Background: an optimization exercise with open tools, aiming at small area. Do not read the settings as production practice. The RTL was checked by simulation tests, not by an equivalence proof against the original design. Power and IR drop assume default switching activity.

==> flow/design.v <==
package usb_pkg;
  localparam int BUFFER_DEPTH = 64;
  typedef enum logic [1:0] {
    SIZE_1B   = 2'd0,
    SIZE_2B   = 2'd1,
    SIZE_4B   = 2'd2,
    SIZE_RSVD = 2'd3
  } xfer_size_t;
  function automatic logic [2:0] size_bytes(input xfer_size_t size);
    case (size)
      2'd0:    size_bytes = 3'd1;
      2'd1:    size_bytes = 3'd2;
      2'd2:    size_bytes = 3'd4;
      default: size_bytes = 3'd0;
    endcase
  endfunction
endpackage
module usb_buffer_mem
#(
  parameter int DEPTH = usb_pkg::BUFFER_DEPTH,
  localparam int R    = DEPTH / 4
) (
  input  logic           clk,
  input  logic [4*R-1:0] wrSel,
  input  logic [31:0]    wrData,
  input  logic [4*R-1:0] rdSel,
  output logic [31:0]    rdData
);
  logic [7:0] mem [4][R];
  always_ff @(posedge clk) begin
    for (int b = 0; b < 4; b++) begin
      for (int r = 0; r < R; r++) begin
        if (wrSel[R*b + r]) begin
          mem[b][r] <= wrData[8*b +: 8];
        end
      end
    end
  end
  always_comb begin
    rdData = '0;
    for (int b = 0; b < 4; b++) begin
      for (int r = 0; r < R; r++) begin
        rdData[8*b +: 8] = rdData[8*b +: 8] | (mem[b][r] & {8{rdSel[R*b + r]}});
      end
    end
  end
endmodule
module usb_data_buffer
#(
  parameter int DEPTH     = usb_pkg::BUFFER_DEPTH,
  parameter int OCC_WIDTH = $clog2(DEPTH) + 1
) (
  input  logic                 clk,
  input  logic                 rst,
  input  logic                 Clear,
  input  logic                 Store_Host_Data,
  input  logic                 Get_Host_Data,
  input  logic [1:0]           Host_Size,
  input  logic [31:0]          Host_Data_In,
  output logic [31:0]          Host_Data_Out,
  input  logic                 Store_RX_Packet_Data,
  input  logic [7:0]           RX_Packet_Data,
  input  logic                 Get_TX_Packet_Data,
  output logic [7:0]           TX_Packet_Data,
  output logic [OCC_WIDTH-1:0] Buffer_Occupancy,
  output logic                 Buffer_Error
);
  localparam int AW = $clog2(DEPTH);
  localparam int R  = DEPTH / 4;
  localparam int RW = AW - 2;
  logic [AW-1:0]        rdPtr, wrPtr;
  logic [OCC_WIDTH-1:0] occ;
  logic                 errFlag;
  usb_pkg::xfer_size_t hostSize;
  logic [2:0] hostBytes;
  logic       hostSizeBad;
  logic [2:0]         popN, popAcc, pushN, pushAcc;
  logic               popOk, popErr, pushOk, pushErr;
  logic [OCC_WIDTH:0] occAfterPop;
  logic               pushFits;
  assign hostSize    = usb_pkg::xfer_size_t'(Host_Size);
  assign hostBytes   = usb_pkg::size_bytes(hostSize);
  assign hostSizeBad = (hostSize == usb_pkg::SIZE_RSVD);
  always_comb begin
    popN   = 3'd0;
    popOk  = 1'b0;
    popErr = 1'b0;
    if (Get_TX_Packet_Data) begin
      popN   = 3'd1;
      popOk  = (OCC_WIDTH'(popN) <= occ);
      popErr = Get_Host_Data | ~popOk;
    end else if (Get_Host_Data) begin
      popN = hostBytes;
      if (hostSizeBad) begin
        popErr = 1'b1;
      end else begin
        popOk  = (OCC_WIDTH'(popN) <= occ);
        popErr = ~popOk;
      end
    end
    popAcc = popOk ? popN : 3'd0;
  end
  always_comb begin
    pushN       = 3'd0;
    pushOk      = 1'b0;
    pushErr     = 1'b0;
    occAfterPop = {1'b0, occ} - (OCC_WIDTH+1)'(popAcc);
    if (Store_RX_Packet_Data) begin
      pushN = 3'd1;
    end else if (Store_Host_Data) begin
      pushN = hostBytes;
    end
    pushFits = ((occAfterPop + (OCC_WIDTH+1)'(pushN)) <= (OCC_WIDTH+1)'(DEPTH));
    if (Store_RX_Packet_Data) begin
      pushOk  = pushFits;
      pushErr = Store_Host_Data | ~pushFits;
    end else if (Store_Host_Data) begin
      if (hostSizeBad) begin
        pushErr = 1'b1;
      end else begin
        pushOk  = pushFits;
        pushErr = ~pushFits;
      end
    end
    pushAcc = pushOk ? pushN : 3'd0;
  end
  assign wrPtr = rdPtr + occ[AW-1:0];
  logic [1:0]      wo;
  logic [RW-1:0]   wr;
  logic [R-1:0]    wRow;
  logic [3:0]      laneEn, woHot;
  logic [7:0]      lane0;
  logic [4*R-1:0]  wrSel;
  logic [31:0]     bankWrData;
  assign wo     = wrPtr[1:0];
  assign wr     = wrPtr[AW-1:2];
  assign lane0  = Store_RX_Packet_Data ? RX_Packet_Data : Host_Data_In[7:0];
  always_comb begin
    for (int k = 0; k < 4; k++) begin
      laneEn[k] = (3'(k) < pushAcc);
      woHot[k]  = (wo == 2'(k));
    end
    for (int r = 0; r < R; r++) begin
      wRow[r] = (wr == RW'(r));
    end
    bankWrData = '0;
    wrSel      = '0;
    for (int b = 0; b < 4; b++) begin
      for (int k = 0; k < 4; k++) begin
        if (k == 0) begin
          bankWrData[8*b +: 8] = bankWrData[8*b +: 8] | (lane0 & {8{woHot[(b-k)&3]}});
        end else begin
          bankWrData[8*b +: 8] = bankWrData[8*b +: 8] |
                                 (Host_Data_In[8*k +: 8] & {8{woHot[(b-k)&3]}});
        end
      end
      for (int r = 0; r < R; r++) begin
        for (int k = 0; k < 4; k++) begin
          if (((b - k) & 3) > b) begin
            wrSel[R*b + r] = wrSel[R*b + r] |
                             (laneEn[k] & woHot[(b-k)&3] & wRow[(r-1)&(R-1)]);
          end else begin
            wrSel[R*b + r] = wrSel[R*b + r] |
                             (laneEn[k] & woHot[(b-k)&3] & wRow[r]);
          end
        end
      end
    end
  end
  logic [1:0]      ro;
  logic [RW-1:0]   rr;
  logic [R-1:0]    rRow;
  logic [3:0]      rHi;
  logic [4*R-1:0]  rdSel;
  logic [31:0]     bankRdData;
  assign ro = rdPtr[1:0];
  assign rr = rdPtr[AW-1:2];
  always_comb begin
    for (int r = 0; r < R; r++) begin
      rRow[r] = (rr == RW'(r));
    end
    for (int b = 0; b < 4; b++) begin
      rHi[b] = (2'(b) < ro);
      for (int r = 0; r < R; r++) begin
        rdSel[R*b + r] = rHi[b] ? rRow[(r-1)&(R-1)] : rRow[r];
      end
    end
  end
  usb_buffer_mem #(.DEPTH(DEPTH)) u_mem (
    .clk    (clk),
    .wrSel  (wrSel),
    .wrData (bankWrData),
    .rdSel  (rdSel),
    .rdData (bankRdData)
  );
  always_ff @(posedge clk) begin
    if (rst || Clear) begin
      rdPtr   <= '0;
      occ     <= '0;
      errFlag <= 1'b0;
    end else begin
      rdPtr   <= rdPtr + AW'(popAcc);
      occ     <= occ - OCC_WIDTH'(popAcc) + OCC_WIDTH'(pushAcc);
      errFlag <= popErr | pushErr;
    end
  end
  always_comb begin
    Host_Data_Out = '0;
    for (int k = 0; k < 4; k++) begin
      for (int b = 0; b < 4; b++) begin
        if ((occ > OCC_WIDTH'(k)) && (ro == 2'((b - k) & 3))) begin
          Host_Data_Out[8*k +: 8] = Host_Data_Out[8*k +: 8] | bankRdData[8*b +: 8];
        end
      end
    end
  end
  assign TX_Packet_Data   = Host_Data_Out[7:0];
  assign Buffer_Occupancy = occ;
  assign Buffer_Error     = errFlag;
endmodule
Settings: LEC_CHECK=0, ABC_AREA=1, CAP_MARGIN=20, CORE_MARGIN=2, CORE_UTILIZATION=30, SLEW_MARGIN=20; clock period 10.0 ns.
run.sh (not shown) runs the stock make flow with config.mk's settings and CLKGATE_MAP_FILE= SYNTH_SCRIPT=/design/flow/synth_recipe.tcl, a recipe that flattens the netlist after the stock synthesis.
The first run completed without violations.
==> next run, changes <==
--- a/flow/config.mk
+++ b/flow/config.mk
@@ -11,2 +11,3 @@
 export CORE_UTILIZATION = 30
+export CTS_BUF_LIST = sky130_fd_sc_hd__clkbuf_2
 export SLEW_MARGIN = 20
Effect:
- routed wire length came out higher by 0.94%
- total power came out lower by 6.2%
- via count came out higher by 2.6%
- final area came out lower by 1.7%
- global-route usage came out higher by 0.38 points
- utilization came out lower by 0.59 points
- area after synthesis stays the same
- sequential power is about the same
- clock skew came out higher by 0.10 ns
- fmax came out higher by 4.4%

---

job 9867:
// usb_data_buffer: RTL as listed in full above, without the edits since
==> flow/config.mk <==
export PLATFORM = sky130hd
export DESIGN_NAME = usb_data_buffer
export DESIGN_NICKNAME = usb_data_buffer
export VERILOG_FILES = /design/flow/design.v
export SDC_FILE = /design/flow/constraint.sdc
export NUM_CORES = 4
export LEC_CHECK = 0
export ABC_AREA = 1
export CAP_MARGIN = 20
export CORE_MARGIN = 2
export CORE_UTILIZATION = 75
export GPL_TIMING_DRIVEN = 0
export SLEW_MARGIN = 20
==> flow/constraint.sdc <==
create_clock -name core_clock -period 10.0 [get_ports {clk}]
set_input_delay 2.0000 -clock core_clock [delete_from_list [all_inputs] [get_ports {clk}]]
set_output_delay 2.0000 -clock core_clock [all_outputs]
set_load 0.01 [all_outputs]
standard.sh (not shown) runs the stock make flow with config.mk's settings and CLKGATE_MAP_FILE= SYNTH_SCRIPT=/design/flow/synth_recipe.tcl, a recipe that flattens the netlist after the stock synthesis.
==> flow/flow/run.sh <==
#!/bin/bash
# Standard synthesis, then an area re-map of its combinational logic (the
# registers stay exactly as the standard synthesis made them), then the
# standard layout steps with one small buffer on every port.
set -euo pipefail
R=orfs/results/sky130hd/usb_data_buffer/base
L=orfs/logs/sky130hd/usb_data_buffer/base
LIB=$FLOW_HOME/platforms/sky130hd/lib/sky130_fd_sc_hd__tt_025C_1v80.lib

bash standard.sh synth > synth_standard.log 2>&1
cp $R/1_2_yosys.v synth_standard.v

DU=$(grep -o -- "-dont_use [^ ]*" $L/1_2_yosys.log | sort -u | tr '\n' ' ')
SEQ=$(grep -o "sky130_fd_sc_hd__[a-z0-9_]*" synth_standard.v | sort -u | grep -E "__(e|s)?df|__dl" | sed 's/^/=/' | tr '\n' ' ')
sed -e "s#@LIB@#$LIB#g" -e "s#@DU@#$DU#" -e "s#@SEQ@#$SEQ#" \
    -e "s#@IN@#synth_standard.v#" -e "s#@OUT@#$R/1_2_yosys.v#" \
    -e "s#@SCRIPT@#flow/area.abc#" -e "s#@STAT@#remap_stat.txt#" flow/remap.ys > remap_run.ys
yosys -s remap_run.ys > remap.log 2>&1
rm -f $R/1_synth.odb
bash standard.sh synth > synth_odb.log 2>&1

export CTS_ARGS="-sink_clustering_enable -repair_clock_nets -dont_use_dummy_load -buf_list sky130_fd_sc_hd__clkbuf_8 -sink_clustering_size 16 -sink_clustering_max_diameter 40"
export BUFFER_PORTS_ARGS="-buffer_cell sky130_fd_sc_hd__buf_1"
bash standard.sh ${FLOW_LOCAL_TARGET:-finish} > layout.log 2>&1
==> flow/flow/area.abc <==
strash
&get -n
&deepsyn -T 120
&put
dch -f
amap -F 4 -A 8 -C 1000
strash
dch -f
amap -F 4 -A 8 -C 1000
topo
==> flow/flow/remap.ys <==
# Re-map the combinational logic of the standard synthesis netlist for area.
# The registers (every flip-flop instance, with its name and cell type) are
# kept as they are; only the logic between them is re-mapped by ABC.
read_liberty -overwrite -setattr liberty_cell -unit_delay -wb -ignore_miss_func -ignore_buses @LIB@
read_verilog -noautowire @IN@
hierarchy -top usb_data_buffer
setattr -mod -set keep_hierarchy 1 @SEQ@
flatten -wb
delete t:$specify2 t:$specify3 t:$scopeinfo
opt_clean -purge
opt -fast
abc -script @SCRIPT@ -liberty @LIB@ @DU@
opt_clean -purge
hilomap -singleton -hicell sky130_fd_sc_hd__conb_1 HI -locell sky130_fd_sc_hd__conb_1 LO
insbuf -buf sky130_fd_sc_hd__buf_1 A X
splitnets
opt_clean -purge
rename -hide w:* i:* o:* %u %d
read_liberty -overwrite -setattr liberty_cell -lib @LIB@
hierarchy -top usb_data_buffer
check -assert
tee -o @STAT@ stat -liberty @LIB@
write_verilog -noattr -nohex -nodec @OUT@
Job 9867 was carried through to the last stage, and its layout satisfied the timing, DRC and antenna checks.
Changes in job 1714 relative to job 9867:
Settings: GPL_TIMING_DRIVEN removed (was 0); CORE_UTILIZATION changed from 75 to 60.
--- a/flow/flow/run.sh
+++ b/flow/flow/run.sh
@@ -22 +22 @@
-export CTS_ARGS="-sink_clustering_enable -repair_clock_nets -dont_use_dummy_load -buf_list sky130_fd_sc_hd__clkbuf_8 -sink_clustering_size 16 -sink_clustering_max_diameter 40"
+export CTS_ARGS="-sink_clustering_enable -repair_clock_nets -dont_use_dummy_load -buf_list sky130_fd_sc_hd__clkbuf_8 -sink_clustering_size 20 -sink_clustering_max_diameter 40"
==> flow/flow/area.abc <==
strash
dch -f
amap -F 4 -A 8 -C 1000
topo
Results
- Job 1714 completed; timing, DRC and antenna clean
- Global-route total usage across every layer (higher): job 9867
- Final critical delay including setup and external delays: lower on job 1714
- Job 1714 against job 9867; clock buffer count from CTS is up by more than 10%.
- | count of clock-net buffers in the final layout | job 1714 vs job 9867 | 13% higher |
- Global-route wire length before repair came out higher on job 1714 than on job 9867.
- Summary — multi-input gate area in the final layout, job 1714 relative to job 9867: higher, by 350 um2.
- Comparing job 1714 and job 9867, the lower area of all placed cells without fillers was measured on job 9867.
- Post-synth design cell area: job 1714 and job 9867 compared, higher one is job 1714
- Reported for job 1714 and job 9867, count of final max-slew check failures turned out identical to the last digit.
- The synthesized cell count in job 1714 was higher than what job 9867 gave.
- Going from job 9867 to job 1714, the peak fanout along the critical path was found to have gone down by 17.
diff inputs: job 1714 => job 2605
Settings: CORE_UTILIZATION changed from 60 to 30; CTS_BUF_LIST newly set to sky130_fd_sc_hd__clkbuf_4.
==> flow/run.sh (new file) <==
#!/bin/bash
# synth_recipe.tcl (not shown) runs the flow's synth.tcl, then flattens the netlist and writes it again
# the make line also repeats each setting of config.mk as NAME=value (left out here)
make -C /OpenROAD-flow-scripts/flow DESIGN_CONFIG=/design/flow/config.mk WORK_HOME=/design/flow/orfs CLKGATE_MAP_FILE= SYNTH_SCRIPT=/design/flow/synth_recipe.tcl finish
removed: flow/flow/run.sh
removed: flow/flow/area.abc
removed: flow/flow/remap.ys
removed: flow/standard.sh
Findings:
Job 2605 finished every stage and its layout cleared the timing, DRC and antenna checks. Of the two candidates, job 1714 has the worse first-iteration DRC count and job 2605 the better one. Between job 1714 and job 2605, fraction of final layout cells sized beyond drive strength 1 increased. Job 2605 vs. job 1714: power after layout went up by 18%. The start-to-end type of the worst setup path comes out input port to flop in one run and flop to output pin in the other, namely in job 2605 and job 1714 respectively. Job 2605 improves on job 1714 in tightest hold margin. Height of the chip sits higher in job 2605 than in job 1714. Higher cell area after layout among job 2605 and job 1714: job 2605.

[re-timing with driven ports]
How much do the figures lean on ideal ports? The routed layouts below were timed once more, with nothing changed but the port constraints. Step 1 (the two cells are an assumption about what drives the block):
set clk [get_ports {clk}]
set_driving_cell -lib_cell sky130_fd_sc_hd__clkbuf_16 $clk
set_driving_cell -lib_cell sky130_fd_sc_hd__buf_2 [delete_from_list [all_inputs] $clk]
Step 2 times the ports against the registers' clock, not the clock port: input delays grow and output delays shrink by t, the midpoint of the rising clock arrivals with the driver on. Slacks: ideal / step 1 / step 2; pairs: ideal / step 1.
run	t (ns)	setup slack, ns	slew at the worst register clock pin (ns)	cell pins on the clock port's net
the first run of note 1	0.663	2.613 / 2.639 / 1.976	0.07 / 0.07	1
the second run of note 1	1.342	2.921 / 2.865 / 1.943	0.11 / 0.11	1
job 9867	0.647	1.438 / 1.387 / 1.201	0.10 / 0.10	1
job 1714	0.704	1.455 / 1.403 / 0.940	0.12 / 0.12	1
job 2605	1.012	2.943 / 2.971 / 1.959	0.07 / 0.07	1
After both steps every run listed still meets setup and hold. The setup slack of job 2605, which loses most, moves by +0.028 ns with the drivers and by -0.984 ns with both steps.
